Source: an optimization exercise on an open RTL-to-GDS flow (aim: small area and a short achievable clock period). Production flows keep margins and buffers that such runs may drop. The RTL was checked by simulation tests, not by an equivalence proof against the original design. Power and IR drop assume default switching activity.

==> flow/design.v <==
module data_mem_responder #(
    parameter int BITS       = 16,
    parameter int DEPTH_LOG2 = 8,
    parameter int WAIT       = 2
) (
    input  logic            clk,
    input  logic            rst,
    input  logic            req,
    input  logic            we,
    input  logic [15:0]     addr,
    input  logic [BITS-1:0] wdata,
    output logic [BITS-1:0] rdata,
    output logic            ack,
    output logic            busy,
    output logic            err
);
    localparam int NR = 16;     
    localparam int NT = 6;      
    logic [3:0] r_c;
    always_ff @(posedge clk) begin
        r_c <= r_c + 4'd1;
    end
    logic r_idle, r_w1, r_w2, r_w3, r_ack, r_busy, r_err, r_ld3;
    logic r_we, r_mis;
    always_ff @(posedge clk) begin
        if (rst) begin
            r_idle <= 1'b1;
            r_w1   <= 1'b0;
            r_w2   <= 1'b0;
            r_w3   <= 1'b0;
            r_ack  <= 1'b0;
            r_busy <= 1'b0;
            r_err  <= 1'b0;
            r_ld3  <= 1'b0;
        end else begin
            r_idle <= (r_idle & ~req) | r_ack;
            r_w1   <= r_idle & req;
            r_w2   <= r_w1;
            r_w3   <= r_w2;
            r_ack  <= r_w3;
            r_busy <= (r_idle & req) | r_w1 | r_w2;
            r_err  <= r_w3 & r_mis;
            r_ld3  <= r_w2 & ~r_we & ~r_mis;
        end
    end
    logic [7:0]      r_k;
    logic [BITS-1:0] r_wdata;
    logic [3:0]      r_pos;      
    logic [NR-1:0]   r_roh;      
    logic [NT-1:0]   r_toh;      
    logic            r_same;     
    logic            r_pv;       
    logic [7:0]      r_pk;       
    logic [3:0]      r_ppos;     
    logic [BITS-1:0] r_pdata;    
    logic [3:0]      w_npos;
    logic [NR-1:0]   w_iroh;
    logic [NT-1:0]   w_ntoh;
    assign w_npos = r_idle ? addr[4:1] + r_c + 4'd1 : r_pos + 4'd1;
    always_comb begin
        for (int i = 0; i < NR; i++) w_iroh[i] = (addr[8:5] == 4'(i));
        w_ntoh[0] = (w_npos == 4'd0);
        w_ntoh[1] = (w_npos == 4'd3);
        w_ntoh[2] = (w_npos == 4'd6);
        w_ntoh[3] = (w_npos == 4'd9);
        w_ntoh[4] = (w_npos == 4'd12);
        w_ntoh[5] = (w_npos == 4'd14);
    end
    always_ff @(posedge clk) begin
        if (r_idle) begin
            r_we    <= we;
            r_mis   <= addr[0];
            r_k     <= addr[8:1];
            r_roh   <= w_iroh;
            r_same  <= (addr[8:1] == r_pk);
            r_wdata <= wdata;
        end
        r_pos <= w_npos;
        r_toh <= w_ntoh;
    end
    logic w_commit;
    assign w_commit = r_pv & (r_ppos[1:0] == 2'd3);
    always_ff @(posedge clk) begin
        if (r_w3 & ~rst & r_we & ~r_mis) begin
            r_pv    <= 1'b1;
            r_pk    <= r_k;
            r_pdata <= r_wdata;
        end else if (w_commit) begin
            r_pv    <= 1'b0;
        end
        if (r_w3) r_ppos <= r_pos + 4'd1;
        else      r_ppos <= r_ppos + 4'd1;
    end
    logic [63:0] w_ws;    
    always_comb begin
        for (int i = 0; i < 64; i++)
            w_ws[i] = w_commit && (r_pk[7:4] == 4'(i / 4)) && (r_ppos[3:2] == 2'((i + 3) % 4));
    end
    logic [BITS-1:0] m0_0, m0_1, m0_2, m0_3, m0_4, m0_5, m0_6, m0_7, m0_8, m0_9, m0_10, m0_11, m0_12, m0_13, m0_14, m0_15;
    logic [BITS-1:0] m1_0, m1_1, m1_2, m1_3, m1_4, m1_5, m1_6, m1_7, m1_8, m1_9, m1_10, m1_11, m1_12, m1_13, m1_14, m1_15;
    logic [BITS-1:0] m2_0, m2_1, m2_2, m2_3, m2_4, m2_5, m2_6, m2_7, m2_8, m2_9, m2_10, m2_11, m2_12, m2_13, m2_14, m2_15;
    logic [BITS-1:0] m3_0, m3_1, m3_2, m3_3, m3_4, m3_5, m3_6, m3_7, m3_8, m3_9, m3_10, m3_11, m3_12, m3_13, m3_14, m3_15;
    logic [BITS-1:0] m4_0, m4_1, m4_2, m4_3, m4_4, m4_5, m4_6, m4_7, m4_8, m4_9, m4_10, m4_11, m4_12, m4_13, m4_14, m4_15;
    logic [BITS-1:0] m5_0, m5_1, m5_2, m5_3, m5_4, m5_5, m5_6, m5_7, m5_8, m5_9, m5_10, m5_11, m5_12, m5_13, m5_14, m5_15;
    logic [BITS-1:0] m6_0, m6_1, m6_2, m6_3, m6_4, m6_5, m6_6, m6_7, m6_8, m6_9, m6_10, m6_11, m6_12, m6_13, m6_14, m6_15;
    logic [BITS-1:0] m7_0, m7_1, m7_2, m7_3, m7_4, m7_5, m7_6, m7_7, m7_8, m7_9, m7_10, m7_11, m7_12, m7_13, m7_14, m7_15;
    logic [BITS-1:0] m8_0, m8_1, m8_2, m8_3, m8_4, m8_5, m8_6, m8_7, m8_8, m8_9, m8_10, m8_11, m8_12, m8_13, m8_14, m8_15;
    logic [BITS-1:0] m9_0, m9_1, m9_2, m9_3, m9_4, m9_5, m9_6, m9_7, m9_8, m9_9, m9_10, m9_11, m9_12, m9_13, m9_14, m9_15;
    logic [BITS-1:0] m10_0, m10_1, m10_2, m10_3, m10_4, m10_5, m10_6, m10_7, m10_8, m10_9, m10_10, m10_11, m10_12, m10_13, m10_14, m10_15;
    logic [BITS-1:0] m11_0, m11_1, m11_2, m11_3, m11_4, m11_5, m11_6, m11_7, m11_8, m11_9, m11_10, m11_11, m11_12, m11_13, m11_14, m11_15;
    logic [BITS-1:0] m12_0, m12_1, m12_2, m12_3, m12_4, m12_5, m12_6, m12_7, m12_8, m12_9, m12_10, m12_11, m12_12, m12_13, m12_14, m12_15;
    logic [BITS-1:0] m13_0, m13_1, m13_2, m13_3, m13_4, m13_5, m13_6, m13_7, m13_8, m13_9, m13_10, m13_11, m13_12, m13_13, m13_14, m13_15;
    logic [BITS-1:0] m14_0, m14_1, m14_2, m14_3, m14_4, m14_5, m14_6, m14_7, m14_8, m14_9, m14_10, m14_11, m14_12, m14_13, m14_14, m14_15;
    logic [BITS-1:0] m15_0, m15_1, m15_2, m15_3, m15_4, m15_5, m15_6, m15_7, m15_8, m15_9, m15_10, m15_11, m15_12, m15_13, m15_14, m15_15;
    always_ff @(posedge clk) begin
        m0_0 <= ~(w_ws[0] ? r_pdata : m0_15);
        m0_1 <= m0_0;
        m0_2 <= m0_1;
        m0_3 <= m0_2;
        m0_4 <= ~(w_ws[1] ? ~r_pdata : m0_3);
        m0_5 <= m0_4;
        m0_6 <= m0_5;
        m0_7 <= m0_6;
        m0_8 <= ~(w_ws[2] ? r_pdata : m0_7);
        m0_9 <= m0_8;
        m0_10 <= m0_9;
        m0_11 <= m0_10;
        m0_12 <= ~(w_ws[3] ? ~r_pdata : m0_11);
        m0_13 <= m0_12;
        m0_14 <= m0_13;
        m0_15 <= m0_14;
        m1_0 <= ~(w_ws[4] ? r_pdata : m1_15);
        m1_1 <= m1_0;
        m1_2 <= m1_1;
        m1_3 <= m1_2;
        m1_4 <= ~(w_ws[5] ? ~r_pdata : m1_3);
        m1_5 <= m1_4;
        m1_6 <= m1_5;
        m1_7 <= m1_6;
        m1_8 <= ~(w_ws[6] ? r_pdata : m1_7);
        m1_9 <= m1_8;
        m1_10 <= m1_9;
        m1_11 <= m1_10;
        m1_12 <= ~(w_ws[7] ? ~r_pdata : m1_11);
        m1_13 <= m1_12;
        m1_14 <= m1_13;
        m1_15 <= m1_14;
        m2_0 <= ~(w_ws[8] ? r_pdata : m2_15);
        m2_1 <= m2_0;
        m2_2 <= m2_1;
        m2_3 <= m2_2;
        m2_4 <= ~(w_ws[9] ? ~r_pdata : m2_3);
        m2_5 <= m2_4;
        m2_6 <= m2_5;
        m2_7 <= m2_6;
        m2_8 <= ~(w_ws[10] ? r_pdata : m2_7);
        m2_9 <= m2_8;
        m2_10 <= m2_9;
        m2_11 <= m2_10;
        m2_12 <= ~(w_ws[11] ? ~r_pdata : m2_11);
        m2_13 <= m2_12;
        m2_14 <= m2_13;
        m2_15 <= m2_14;
        m3_0 <= ~(w_ws[12] ? r_pdata : m3_15);
        m3_1 <= m3_0;
        m3_2 <= m3_1;
        m3_3 <= m3_2;
        m3_4 <= ~(w_ws[13] ? ~r_pdata : m3_3);
        m3_5 <= m3_4;
        m3_6 <= m3_5;
        m3_7 <= m3_6;
        m3_8 <= ~(w_ws[14] ? r_pdata : m3_7);
        m3_9 <= m3_8;
        m3_10 <= m3_9;
        m3_11 <= m3_10;
        m3_12 <= ~(w_ws[15] ? ~r_pdata : m3_11);
        m3_13 <= m3_12;
        m3_14 <= m3_13;
        m3_15 <= m3_14;
        m4_0 <= ~(w_ws[16] ? r_pdata : m4_15);
        m4_1 <= m4_0;
        m4_2 <= m4_1;
        m4_3 <= m4_2;
        m4_4 <= ~(w_ws[17] ? ~r_pdata : m4_3);
        m4_5 <= m4_4;
        m4_6 <= m4_5;
        m4_7 <= m4_6;
        m4_8 <= ~(w_ws[18] ? r_pdata : m4_7);
        m4_9 <= m4_8;
        m4_10 <= m4_9;
        m4_11 <= m4_10;
        m4_12 <= ~(w_ws[19] ? ~r_pdata : m4_11);
        m4_13 <= m4_12;
        m4_14 <= m4_13;
        m4_15 <= m4_14;
        m5_0 <= ~(w_ws[20] ? r_pdata : m5_15);
        m5_1 <= m5_0;
        m5_2 <= m5_1;
        m5_3 <= m5_2;
        m5_4 <= ~(w_ws[21] ? ~r_pdata : m5_3);
        m5_5 <= m5_4;
        m5_6 <= m5_5;
        m5_7 <= m5_6;
        m5_8 <= ~(w_ws[22] ? r_pdata : m5_7);
        m5_9 <= m5_8;
        m5_10 <= m5_9;
        m5_11 <= m5_10;
        m5_12 <= ~(w_ws[23] ? ~r_pdata : m5_11);
        m5_13 <= m5_12;
        m5_14 <= m5_13;
        m5_15 <= m5_14;
        m6_0 <= ~(w_ws[24] ? r_pdata : m6_15);
        m6_1 <= m6_0;
        m6_2 <= m6_1;
        m6_3 <= m6_2;
        m6_4 <= ~(w_ws[25] ? ~r_pdata : m6_3);
        m6_5 <= m6_4;
        m6_6 <= m6_5;
        m6_7 <= m6_6;
        m6_8 <= ~(w_ws[26] ? r_pdata : m6_7);
        m6_9 <= m6_8;
        m6_10 <= m6_9;
        m6_11 <= m6_10;
        m6_12 <= ~(w_ws[27] ? ~r_pdata : m6_11);
        m6_13 <= m6_12;
        m6_14 <= m6_13;
        m6_15 <= m6_14;
        m7_0 <= ~(w_ws[28] ? r_pdata : m7_15);
        m7_1 <= m7_0;
        m7_2 <= m7_1;
        m7_3 <= m7_2;
        m7_4 <= ~(w_ws[29] ? ~r_pdata : m7_3);
        m7_5 <= m7_4;
        m7_6 <= m7_5;
        m7_7 <= m7_6;
        m7_8 <= ~(w_ws[30] ? r_pdata : m7_7);
        m7_9 <= m7_8;
        m7_10 <= m7_9;
        m7_11 <= m7_10;
        m7_12 <= ~(w_ws[31] ? ~r_pdata : m7_11);
        m7_13 <= m7_12;
        m7_14 <= m7_13;
        m7_15 <= m7_14;
        m8_0 <= ~(w_ws[32] ? r_pdata : m8_15);
        m8_1 <= m8_0;
        m8_2 <= m8_1;
        m8_3 <= m8_2;
        m8_4 <= ~(w_ws[33] ? ~r_pdata : m8_3);
        m8_5 <= m8_4;
        m8_6 <= m8_5;
        m8_7 <= m8_6;
        m8_8 <= ~(w_ws[34] ? r_pdata : m8_7);
        m8_9 <= m8_8;
        m8_10 <= m8_9;
        m8_11 <= m8_10;
        m8_12 <= ~(w_ws[35] ? ~r_pdata : m8_11);
        m8_13 <= m8_12;
        m8_14 <= m8_13;
        m8_15 <= m8_14;
        m9_0 <= ~(w_ws[36] ? r_pdata : m9_15);
        m9_1 <= m9_0;
        m9_2 <= m9_1;
        m9_3 <= m9_2;
        m9_4 <= ~(w_ws[37] ? ~r_pdata : m9_3);
        m9_5 <= m9_4;
        m9_6 <= m9_5;
        m9_7 <= m9_6;
        m9_8 <= ~(w_ws[38] ? r_pdata : m9_7);
        m9_9 <= m9_8;
        m9_10 <= m9_9;
        m9_11 <= m9_10;
        m9_12 <= ~(w_ws[39] ? ~r_pdata : m9_11);
        m9_13 <= m9_12;
        m9_14 <= m9_13;
        m9_15 <= m9_14;
        m10_0 <= ~(w_ws[40] ? r_pdata : m10_15);
        m10_1 <= m10_0;
        m10_2 <= m10_1;
        m10_3 <= m10_2;
        m10_4 <= ~(w_ws[41] ? ~r_pdata : m10_3);
        m10_5 <= m10_4;
        m10_6 <= m10_5;
        m10_7 <= m10_6;
        m10_8 <= ~(w_ws[42] ? r_pdata : m10_7);
        m10_9 <= m10_8;
        m10_10 <= m10_9;
        m10_11 <= m10_10;
        m10_12 <= ~(w_ws[43] ? ~r_pdata : m10_11);
        m10_13 <= m10_12;
        m10_14 <= m10_13;
        m10_15 <= m10_14;
        m11_0 <= ~(w_ws[44] ? r_pdata : m11_15);
        m11_1 <= m11_0;
        m11_2 <= m11_1;
        m11_3 <= m11_2;
        m11_4 <= ~(w_ws[45] ? ~r_pdata : m11_3);
        m11_5 <= m11_4;
        m11_6 <= m11_5;
        m11_7 <= m11_6;
        m11_8 <= ~(w_ws[46] ? r_pdata : m11_7);
        m11_9 <= m11_8;
        m11_10 <= m11_9;
        m11_11 <= m11_10;
        m11_12 <= ~(w_ws[47] ? ~r_pdata : m11_11);
        m11_13 <= m11_12;
        m11_14 <= m11_13;
        m11_15 <= m11_14;
        m12_0 <= ~(w_ws[48] ? r_pdata : m12_15);
        m12_1 <= m12_0;
        m12_2 <= m12_1;
        m12_3 <= m12_2;
        m12_4 <= ~(w_ws[49] ? ~r_pdata : m12_3);
        m12_5 <= m12_4;
        m12_6 <= m12_5;
        m12_7 <= m12_6;
        m12_8 <= ~(w_ws[50] ? r_pdata : m12_7);
        m12_9 <= m12_8;
        m12_10 <= m12_9;
        m12_11 <= m12_10;
        m12_12 <= ~(w_ws[51] ? ~r_pdata : m12_11);
        m12_13 <= m12_12;
        m12_14 <= m12_13;
        m12_15 <= m12_14;
        m13_0 <= ~(w_ws[52] ? r_pdata : m13_15);
        m13_1 <= m13_0;
        m13_2 <= m13_1;
        m13_3 <= m13_2;
        m13_4 <= ~(w_ws[53] ? ~r_pdata : m13_3);
        m13_5 <= m13_4;
        m13_6 <= m13_5;
        m13_7 <= m13_6;
        m13_8 <= ~(w_ws[54] ? r_pdata : m13_7);
        m13_9 <= m13_8;
        m13_10 <= m13_9;
        m13_11 <= m13_10;
        m13_12 <= ~(w_ws[55] ? ~r_pdata : m13_11);
        m13_13 <= m13_12;
        m13_14 <= m13_13;
        m13_15 <= m13_14;
        m14_0 <= ~(w_ws[56] ? r_pdata : m14_15);
        m14_1 <= m14_0;
        m14_2 <= m14_1;
        m14_3 <= m14_2;
        m14_4 <= ~(w_ws[57] ? ~r_pdata : m14_3);
        m14_5 <= m14_4;
        m14_6 <= m14_5;
        m14_7 <= m14_6;
        m14_8 <= ~(w_ws[58] ? r_pdata : m14_7);
        m14_9 <= m14_8;
        m14_10 <= m14_9;
        m14_11 <= m14_10;
        m14_12 <= ~(w_ws[59] ? ~r_pdata : m14_11);
        m14_13 <= m14_12;
        m14_14 <= m14_13;
        m14_15 <= m14_14;
        m15_0 <= ~(w_ws[60] ? r_pdata : m15_15);
        m15_1 <= m15_0;
        m15_2 <= m15_1;
        m15_3 <= m15_2;
        m15_4 <= ~(w_ws[61] ? ~r_pdata : m15_3);
        m15_5 <= m15_4;
        m15_6 <= m15_5;
        m15_7 <= m15_6;
        m15_8 <= ~(w_ws[62] ? r_pdata : m15_7);
        m15_9 <= m15_8;
        m15_10 <= m15_9;
        m15_11 <= m15_10;
        m15_12 <= ~(w_ws[63] ? ~r_pdata : m15_11);
        m15_13 <= m15_12;
        m15_14 <= m15_13;
        m15_15 <= m15_14;
    end
    logic w_rat, w_rinv, w_byp;
    assign w_rat  = |r_toh;
    assign w_rinv = r_toh[0] | r_toh[1] | r_toh[3];
    assign w_byp  = r_pv & r_same;
    logic [95:0] w_rs;    
    always_comb begin
        for (int i = 0; i < 96; i++)
            w_rs[i] = r_roh[i / 6] & r_toh[i % 6];
    end
    logic [BITS-1:0] w_tap_t, w_tap_i, w_tap;
    always_comb begin
        w_tap_t = '0;
        w_tap_i = '0;
        w_tap_i = w_tap_i | ({BITS{w_rs[0]}} & m0_0);
        w_tap_i = w_tap_i | ({BITS{w_rs[1]}} & m0_3);
        w_tap_t = w_tap_t | ({BITS{w_rs[2]}} & m0_6);
        w_tap_i = w_tap_i | ({BITS{w_rs[3]}} & m0_9);
        w_tap_t = w_tap_t | ({BITS{w_rs[4]}} & m0_12);
        w_tap_t = w_tap_t | ({BITS{w_rs[5]}} & m0_14);
        w_tap_i = w_tap_i | ({BITS{w_rs[6]}} & m1_0);
        w_tap_i = w_tap_i | ({BITS{w_rs[7]}} & m1_3);
        w_tap_t = w_tap_t | ({BITS{w_rs[8]}} & m1_6);
        w_tap_i = w_tap_i | ({BITS{w_rs[9]}} & m1_9);
        w_tap_t = w_tap_t | ({BITS{w_rs[10]}} & m1_12);
        w_tap_t = w_tap_t | ({BITS{w_rs[11]}} & m1_14);
        w_tap_i = w_tap_i | ({BITS{w_rs[12]}} & m2_0);
        w_tap_i = w_tap_i | ({BITS{w_rs[13]}} & m2_3);
        w_tap_t = w_tap_t | ({BITS{w_rs[14]}} & m2_6);
        w_tap_i = w_tap_i | ({BITS{w_rs[15]}} & m2_9);
        w_tap_t = w_tap_t | ({BITS{w_rs[16]}} & m2_12);
        w_tap_t = w_tap_t | ({BITS{w_rs[17]}} & m2_14);
        w_tap_i = w_tap_i | ({BITS{w_rs[18]}} & m3_0);
        w_tap_i = w_tap_i | ({BITS{w_rs[19]}} & m3_3);
        w_tap_t = w_tap_t | ({BITS{w_rs[20]}} & m3_6);
        w_tap_i = w_tap_i | ({BITS{w_rs[21]}} & m3_9);
        w_tap_t = w_tap_t | ({BITS{w_rs[22]}} & m3_12);
        w_tap_t = w_tap_t | ({BITS{w_rs[23]}} & m3_14);
        w_tap_i = w_tap_i | ({BITS{w_rs[24]}} & m4_0);
        w_tap_i = w_tap_i | ({BITS{w_rs[25]}} & m4_3);
        w_tap_t = w_tap_t | ({BITS{w_rs[26]}} & m4_6);
        w_tap_i = w_tap_i | ({BITS{w_rs[27]}} & m4_9);
        w_tap_t = w_tap_t | ({BITS{w_rs[28]}} & m4_12);
        w_tap_t = w_tap_t | ({BITS{w_rs[29]}} & m4_14);
        w_tap_i = w_tap_i | ({BITS{w_rs[30]}} & m5_0);
        w_tap_i = w_tap_i | ({BITS{w_rs[31]}} & m5_3);
        w_tap_t = w_tap_t | ({BITS{w_rs[32]}} & m5_6);
        w_tap_i = w_tap_i | ({BITS{w_rs[33]}} & m5_9);
        w_tap_t = w_tap_t | ({BITS{w_rs[34]}} & m5_12);
        w_tap_t = w_tap_t | ({BITS{w_rs[35]}} & m5_14);
        w_tap_i = w_tap_i | ({BITS{w_rs[36]}} & m6_0);
        w_tap_i = w_tap_i | ({BITS{w_rs[37]}} & m6_3);
        w_tap_t = w_tap_t | ({BITS{w_rs[38]}} & m6_6);
        w_tap_i = w_tap_i | ({BITS{w_rs[39]}} & m6_9);
        w_tap_t = w_tap_t | ({BITS{w_rs[40]}} & m6_12);
        w_tap_t = w_tap_t | ({BITS{w_rs[41]}} & m6_14);
        w_tap_i = w_tap_i | ({BITS{w_rs[42]}} & m7_0);
        w_tap_i = w_tap_i | ({BITS{w_rs[43]}} & m7_3);
        w_tap_t = w_tap_t | ({BITS{w_rs[44]}} & m7_6);
        w_tap_i = w_tap_i | ({BITS{w_rs[45]}} & m7_9);
        w_tap_t = w_tap_t | ({BITS{w_rs[46]}} & m7_12);
        w_tap_t = w_tap_t | ({BITS{w_rs[47]}} & m7_14);
        w_tap_i = w_tap_i | ({BITS{w_rs[48]}} & m8_0);
        w_tap_i = w_tap_i | ({BITS{w_rs[49]}} & m8_3);
        w_tap_t = w_tap_t | ({BITS{w_rs[50]}} & m8_6);
        w_tap_i = w_tap_i | ({BITS{w_rs[51]}} & m8_9);
        w_tap_t = w_tap_t | ({BITS{w_rs[52]}} & m8_12);
        w_tap_t = w_tap_t | ({BITS{w_rs[53]}} & m8_14);
        w_tap_i = w_tap_i | ({BITS{w_rs[54]}} & m9_0);
        w_tap_i = w_tap_i | ({BITS{w_rs[55]}} & m9_3);
        w_tap_t = w_tap_t | ({BITS{w_rs[56]}} & m9_6);
        w_tap_i = w_tap_i | ({BITS{w_rs[57]}} & m9_9);
        w_tap_t = w_tap_t | ({BITS{w_rs[58]}} & m9_12);
        w_tap_t = w_tap_t | ({BITS{w_rs[59]}} & m9_14);
        w_tap_i = w_tap_i | ({BITS{w_rs[60]}} & m10_0);
        w_tap_i = w_tap_i | ({BITS{w_rs[61]}} & m10_3);
        w_tap_t = w_tap_t | ({BITS{w_rs[62]}} & m10_6);
        w_tap_i = w_tap_i | ({BITS{w_rs[63]}} & m10_9);
        w_tap_t = w_tap_t | ({BITS{w_rs[64]}} & m10_12);
        w_tap_t = w_tap_t | ({BITS{w_rs[65]}} & m10_14);
        w_tap_i = w_tap_i | ({BITS{w_rs[66]}} & m11_0);
        w_tap_i = w_tap_i | ({BITS{w_rs[67]}} & m11_3);
        w_tap_t = w_tap_t | ({BITS{w_rs[68]}} & m11_6);
        w_tap_i = w_tap_i | ({BITS{w_rs[69]}} & m11_9);
        w_tap_t = w_tap_t | ({BITS{w_rs[70]}} & m11_12);
        w_tap_t = w_tap_t | ({BITS{w_rs[71]}} & m11_14);
        w_tap_i = w_tap_i | ({BITS{w_rs[72]}} & m12_0);
        w_tap_i = w_tap_i | ({BITS{w_rs[73]}} & m12_3);
        w_tap_t = w_tap_t | ({BITS{w_rs[74]}} & m12_6);
        w_tap_i = w_tap_i | ({BITS{w_rs[75]}} & m12_9);
        w_tap_t = w_tap_t | ({BITS{w_rs[76]}} & m12_12);
        w_tap_t = w_tap_t | ({BITS{w_rs[77]}} & m12_14);
        w_tap_i = w_tap_i | ({BITS{w_rs[78]}} & m13_0);
        w_tap_i = w_tap_i | ({BITS{w_rs[79]}} & m13_3);
        w_tap_t = w_tap_t | ({BITS{w_rs[80]}} & m13_6);
        w_tap_i = w_tap_i | ({BITS{w_rs[81]}} & m13_9);
        w_tap_t = w_tap_t | ({BITS{w_rs[82]}} & m13_12);
        w_tap_t = w_tap_t | ({BITS{w_rs[83]}} & m13_14);
        w_tap_i = w_tap_i | ({BITS{w_rs[84]}} & m14_0);
        w_tap_i = w_tap_i | ({BITS{w_rs[85]}} & m14_3);
        w_tap_t = w_tap_t | ({BITS{w_rs[86]}} & m14_6);
        w_tap_i = w_tap_i | ({BITS{w_rs[87]}} & m14_9);
        w_tap_t = w_tap_t | ({BITS{w_rs[88]}} & m14_12);
        w_tap_t = w_tap_t | ({BITS{w_rs[89]}} & m14_14);
        w_tap_i = w_tap_i | ({BITS{w_rs[90]}} & m15_0);
        w_tap_i = w_tap_i | ({BITS{w_rs[91]}} & m15_3);
        w_tap_t = w_tap_t | ({BITS{w_rs[92]}} & m15_6);
        w_tap_i = w_tap_i | ({BITS{w_rs[93]}} & m15_9);
        w_tap_t = w_tap_t | ({BITS{w_rs[94]}} & m15_12);
        w_tap_t = w_tap_t | ({BITS{w_rs[95]}} & m15_14);
    end
    assign w_tap = w_rinv ? ~w_tap_i : w_tap_t;
    logic [BITS-1:0] r_hold, r_rdata;
    always_ff @(posedge clk) begin
        if (w_rat) r_hold <= w_byp ? r_pdata : w_tap;
    end
    always_ff @(posedge clk) begin
        if (rst) begin
            r_rdata <= '0;
        end else if (r_ld3) begin
            r_rdata <= w_rat ? w_tap : r_hold;
        end
    end
    assign rdata = r_rdata;
    assign ack   = r_ack;
    assign busy  = r_busy;
    assign err   = r_err;
endmodule
==> flow/run.sh <==
#!/bin/bash
# synth_recipe.tcl (not shown) runs the flow's synth.tcl, then flattens the netlist and writes it again
# the make line also repeats each setting of config.mk as NAME=value (left out here)
make -C /OpenROAD-flow-scripts/flow DESIGN_CONFIG=/design/flow/config.mk WORK_HOME=/design/flow/orfs CLKGATE_MAP_FILE= SYNTH_SCRIPT=/design/flow/synth_recipe.tcl finish
==> flow/config.mk <==
export PLATFORM = sky130hd
export DESIGN_NAME = data_mem_responder
export DESIGN_NICKNAME = data_mem_responder
export VERILOG_FILES = /design/flow/design.v
export SDC_FILE = /design/flow/constraint.sdc
export NUM_CORES = 4
export LEC_CHECK = 0
export CAP_MARGIN = 20
export CORE_MARGIN = 2
export CORE_UTILIZATION = 60
export CTS_CLUSTER_DIAMETER = 100
export CTS_CLUSTER_SIZE = 30
export PLACE_DENSITY = 0.65
export SETUP_SLACK_MARGIN = 2.3
export SLEW_MARGIN = 20
==> flow/constraint.sdc <==
create_clock -name core_clock -period 4.5 [get_ports {clk}]
set_input_delay 0.9000 -clock core_clock [delete_from_list [all_inputs] [get_ports {clk}]]
set_output_delay 0.9000 -clock core_clock [all_outputs]
set_load 0.01 [all_outputs]
==> impl_metrics.prom <==
# TYPE chip_impl_metric gauge
chip_impl_metric{name="route.vias.total",unit=""} 63900
chip_impl_metric{name="floorplan.rows",unit=""} 154
chip_impl_metric{name="routabilityCongestion",unit=""} 0.891
chip_impl_metric{name="number_of_nets_still_failing_antenna_checks_after_routing",unit=""} 0
chip_impl_metric{name="vdd.ir_drop.worst",unit="mV"} 0.344
chip_impl_metric{name="final_design_area_no_fill",unit="um^2"} 122000
chip_impl_metric{name="syn_nets",unit=""} 7744
chip_impl_metric{name="cts_buffers",unit=""} 158
chip_impl_info{name="timing.critical_path.from_type",value="flip-flop"} 1
chip_impl_metric{name="synth_sequential_area_ratio",unit="%"} 79.9
chip_impl_metric{name="asyncSetResetFlopFracSynth",unit="%"} 0
chip_impl_metric{name="worstMarginPinSlew",unit="ns"} 0.975
chip_impl_metric{name="post_syn_instances",unit=""} 7701
chip_impl_metric{name="initial_utilization",unit="%"} 60.6
chip_impl_metric{name="synthesized_cell_area",unit="um^2"} 107000
chip_impl_metric{name="fin_nets",unit=""} 7967
chip_impl_metric{name="clock_tree.htree_level_count",unit=""} 4
chip_impl_metric{name="tritoncts_num_sinks",unit=""} 4222
chip_impl_metric{name="post_drt_via_cell_ratio",unit=""} 6.19
chip_impl_metric{name="setup_ws_pre_cts",unit="ns"} 1.20
chip_impl_info{name="hold_path_class",value="reg -> reg"} 1
chip_impl_metric{name="routed_wire_length_per_instance",unit="um"} 35.5
chip_impl_metric{name="syn2layout_area_growth",unit="%"} 13.9
chip_impl_metric{name="floorplan.die.width",unit="um"} 426
chip_impl_metric{name="synth_edf_count",unit=""} 83
chip_impl_metric{name="cp.required",unit="ns"} 5.24
chip_impl_metric{name="max-cap-violations",unit=""} 0
chip_impl_metric{name="dpl_cell_area",unit="um^2"} 111000
chip_impl_metric{name="power_leakage",unit="uW"} 0.0471
chip_impl_info{name="outcome",value="complete, no violations"} 1
chip_impl_metric{name="antenna_found_initial",unit=""} 22
chip_impl_metric{name="die_ar",unit="um^2"} 182000
chip_impl_info{name="layout_common_cells",value="dfxtp_1 (4,109), mux2i_1 (511), a21oi_1 (399)"} 1
chip_impl_metric{name="fp.coreArea",unit="um^2"} 176000
chip_impl_metric{name="power.density_cell_area",unit="nW/um^2"} 481
chip_impl_info{name="mostFrequentLayoutCell",value="dfxtp_1"} 1
chip_impl_metric{name="fin_setup_tns",unit="ns"} 0
chip_impl_metric{name="worst_ep_arrival_time",unit="ns"} 3.42
chip_impl_metric{name="numPortBuffers",unit=""} 47
chip_impl_metric{name="count_of_final_setup_violators",unit=""} 0
chip_impl_metric{name="cp.buffers_inverters",unit=""} 2
chip_impl_metric{name="layout_min_cycle_time",unit="ns"} 2.68
chip_impl_metric{name="synth_area_per_cell",unit="um^2"} 13.9
chip_impl_metric{name="clock_path_buffers",unit=""} 3
chip_impl_metric{name="grt_max_degree",unit=""} 66
chip_impl_info{name="worst_setup_path_end_kind",value="flip-flop"} 1
chip_impl_info{name="crit_path_cell_trace",value="buf_8 > buf_16 > a22o_1 > a222oi_1 > or4b_4 > nor4_4 > a21oi_1 > a21oi_1"} 1
chip_impl_metric{name="yosysTopAreaCellShare",unit="%"} 77.5
chip_impl_metric{name="finalWirelength",unit="um"} 366000
chip_impl_metric{name="globalRouteOverflowTotal",unit=""} 0
chip_impl_metric{name="min_period_over_period",unit="%"} 59.5
chip_impl_metric{name="final.setup.worst_slack",unit="ns"} 1.82
chip_impl_metric{name="dp.final_hpwl",unit="um"} 203000
chip_impl_metric{name="drc",unit=""} 0
chip_impl_metric{name="total_power",unit="uW"} 58500
chip_impl_info{name="criticalPathCategory",value="reg -> reg"} 1
chip_impl_metric{name="critical_path.max_stage_delay",unit="ns"} 0.56
chip_impl_info{name="grt_setup_unrepaired",value="yes"} 1
chip_impl_info{name="cpMostUsedCell",value="a21oi_1"} 1
chip_impl_metric{name="dr.first_iter.drc_count",unit=""} 9708
chip_impl_metric{name="post_route_cells_drive_above_1_share",unit="%"} 12.6
chip_impl_info{name="worst_path_max_delay_cell",value="or4b_4"} 1
chip_impl_info{name="yosys_top_cell_by_area",value="dfxtp_1"} 1
chip_impl_metric{name="hold_violations",unit=""} 0
chip_impl_metric{name="via_count_of_the_first_global_routing_pass",unit=""} 59600
chip_impl_metric{name="worst_slew_margin_rel",unit="%"} 35.0
chip_impl_metric{name="distinct_cells_synth",unit=""} 73
chip_impl_metric{name="die_h",unit="um"} 426
chip_impl_metric{name="global_route.usage.total",unit="%"} 38.7
chip_impl_metric{name="register_bit_count_reported_by_yosys",unit=""} 4222
chip_impl_info{name="synth_ff_type",value="dfxtp_1"} 1
chip_impl_info{name="netlist_top_cells_area",value="dfxtp_1 (78%), mux2i_1 (4.8%), a22oi_1 (2.8%)"} 1
chip_impl_metric{name="clock_insertion_delay_worst_skew",unit="ns"} 0.88
chip_impl_metric{name="path_max_fanout",unit=""} 15
chip_impl_metric{name="drv_slew",unit=""} 0
chip_impl_metric{name="grt_pass1_wl",unit="um"} 477000
chip_impl_info{name="cpLargestDelayFamily",value="compound AO/OA/AOI/OAI gates"} 1
chip_impl_metric{name="yosys_warnings",unit=""} 1
chip_impl_metric{name="drt_first_pass_iters",unit=""} 7
chip_impl_metric{name="fin_skew",unit="ns"} 0.0303
chip_impl_metric{name="top_level_ports",unit=""} 55
chip_impl_metric{name="clk_pin_slew",unit="ns"} 0.12
chip_impl_info{name="cts-root-buf",value="clkbuf_16"} 1
chip_impl_metric{name="fmaxAchievable",unit="MHz"} 374
chip_impl_info{name="cts_tree",value="yes"} 1
synth_stat cells (all sizes together) (5+ instances only):
cell type  count
dfxtp       4139
mux2i        514
nor2         451
a21oi        424
a22oi        400
clkbuf       385
nand2        212
o21ai        178
nand3        161
a22o         100
buf           95
a221oi        89
edfxtp        83
a222oi        80
nand4         63
a31oi         51
nor3          42
o22ai         26
and3          23
nand2b        17
inv           15
a41o          14
xnor2         13
nor4          11
a41oi         10
nor2b          9
and4           8
o211ai         8
nor3b          7
a211oi         6
a311oi         6
ha             6
and2           5
repair_timing:
item | 4_1_cts | 5_1_grt
cloned | 34 | 18
hold buffers | 0 | 0
setup buffers | 202 | 32
setup endpoints to repair | 1009 | 660
pin swaps | 133 | 88
resized for setup | 504 | 205
power breakdown:
part	leakage, uW	internal [uW]	switching (uW)
Combinational	0.00961	940	1990
Sequential	0.0354	37700	174
Clock	0.00212	6820	10900
Total	0.0471	45500	13000
final timing paths:
| path | from | slack (ns) | endpoint | cells after the start |
|---|---|---|---|---|
| hold / removal | m15_5[9]$_DFF_P_ | 0.32 | m15_6[9]$_DFF_P_ | 0 |
| setup / recovery | r_roh[12]$_DFFE_PP_ | 1.82 | r_hold[13]$_DFFE_PN_ | 8 |
| hold reg to reg | m15_5[9]$_DFF_P_ | 0.32 | m15_6[9]$_DFF_P_ | 0 |
| setup reg to reg | r_roh[12]$_DFFE_PP_ | 1.82 | r_hold[13]$_DFFE_PN_ | 8 |
through the flow:
step	std cells	utilization, %	hold WS [ns]
after global placement	9817	62.8	0.310
after CTS	10300	68.0	0.317
after floorplan	7701	-	0.310
after detailed placement	9818	62.8	0.312
after global routing	10300	69.0	0.324
final	10300	69.0	0.315
routing by layer:
layer,up-vias,global-route usage (%),wire length [um]
met2,4160,56.1,152000
met4,18,19.1,23100
met3,968,8.54,47200
met1,31800,55.1,143000
li1,26900,-,-
met5,-,0,135
cell type report:
| class | count | area (um^2) |
|---|---|---|
| antenna | 5 | 12.5 |
| clock buffer | 200 | 4300 |
| clock inverter | 6 | 52.6 |
| fill | 12400 | 54800 |
| inverter | 18 | 88.8 |
| multi-input combinational | 2981 | 21400 |
| sequential | 4222 | 85400 |
| tap | 2340 | 2930 |
| timing repair buffer | 543 | 7480 |
cells by family (layout without fill, tap and decap cells):
logic type,Yosys count,count (layout),synth area share [%]
xor+xnor,17,17,0.139
flops,4222,4222,79.9
mux,516,516,4.83
compound gates,1417,1417,8.96
other cells,0,5,0
buf+inv,498,767,1.82
simple gates,1024,1024,4.30
fa+ha+maj,7,7,0.0890

[separate check: timing with driven ports]
How much do the figures lean on ideal ports? The routed layout below was timed once more, with nothing changed but the port constraints.
Step 1 (the two cells are an assumption about what drives the block):
set clk [get_ports {clk}]
set_driving_cell -lib_cell sky130_fd_sc_hd__clkbuf_16 $clk
set_driving_cell -lib_cell sky130_fd_sc_hd__buf_2 [delete_from_list [all_inputs] $clk]
Step 2 moves the port delays by t, midway between the first and last clock arrival at a register: inputs arrive t later, outputs are due t later. That takes back most of the time a late clock gives input paths.
Slacks: ideal ports / drivers / drivers and shift; pairs: ideal ports / drivers.
t (ns): 0.960
slack for setup (ns): 1.825 / 1.825 / 1.481
worst hold slack (ns): 0.315 / 0.315 / 0.315
latest minus earliest clock arrival (ns): 0.040 / 0.040
After both steps setup and hold are still met in this run. For this run, drivers alone change the setup slack by 0.000 ns; drivers and shift together by -0.344 ns.
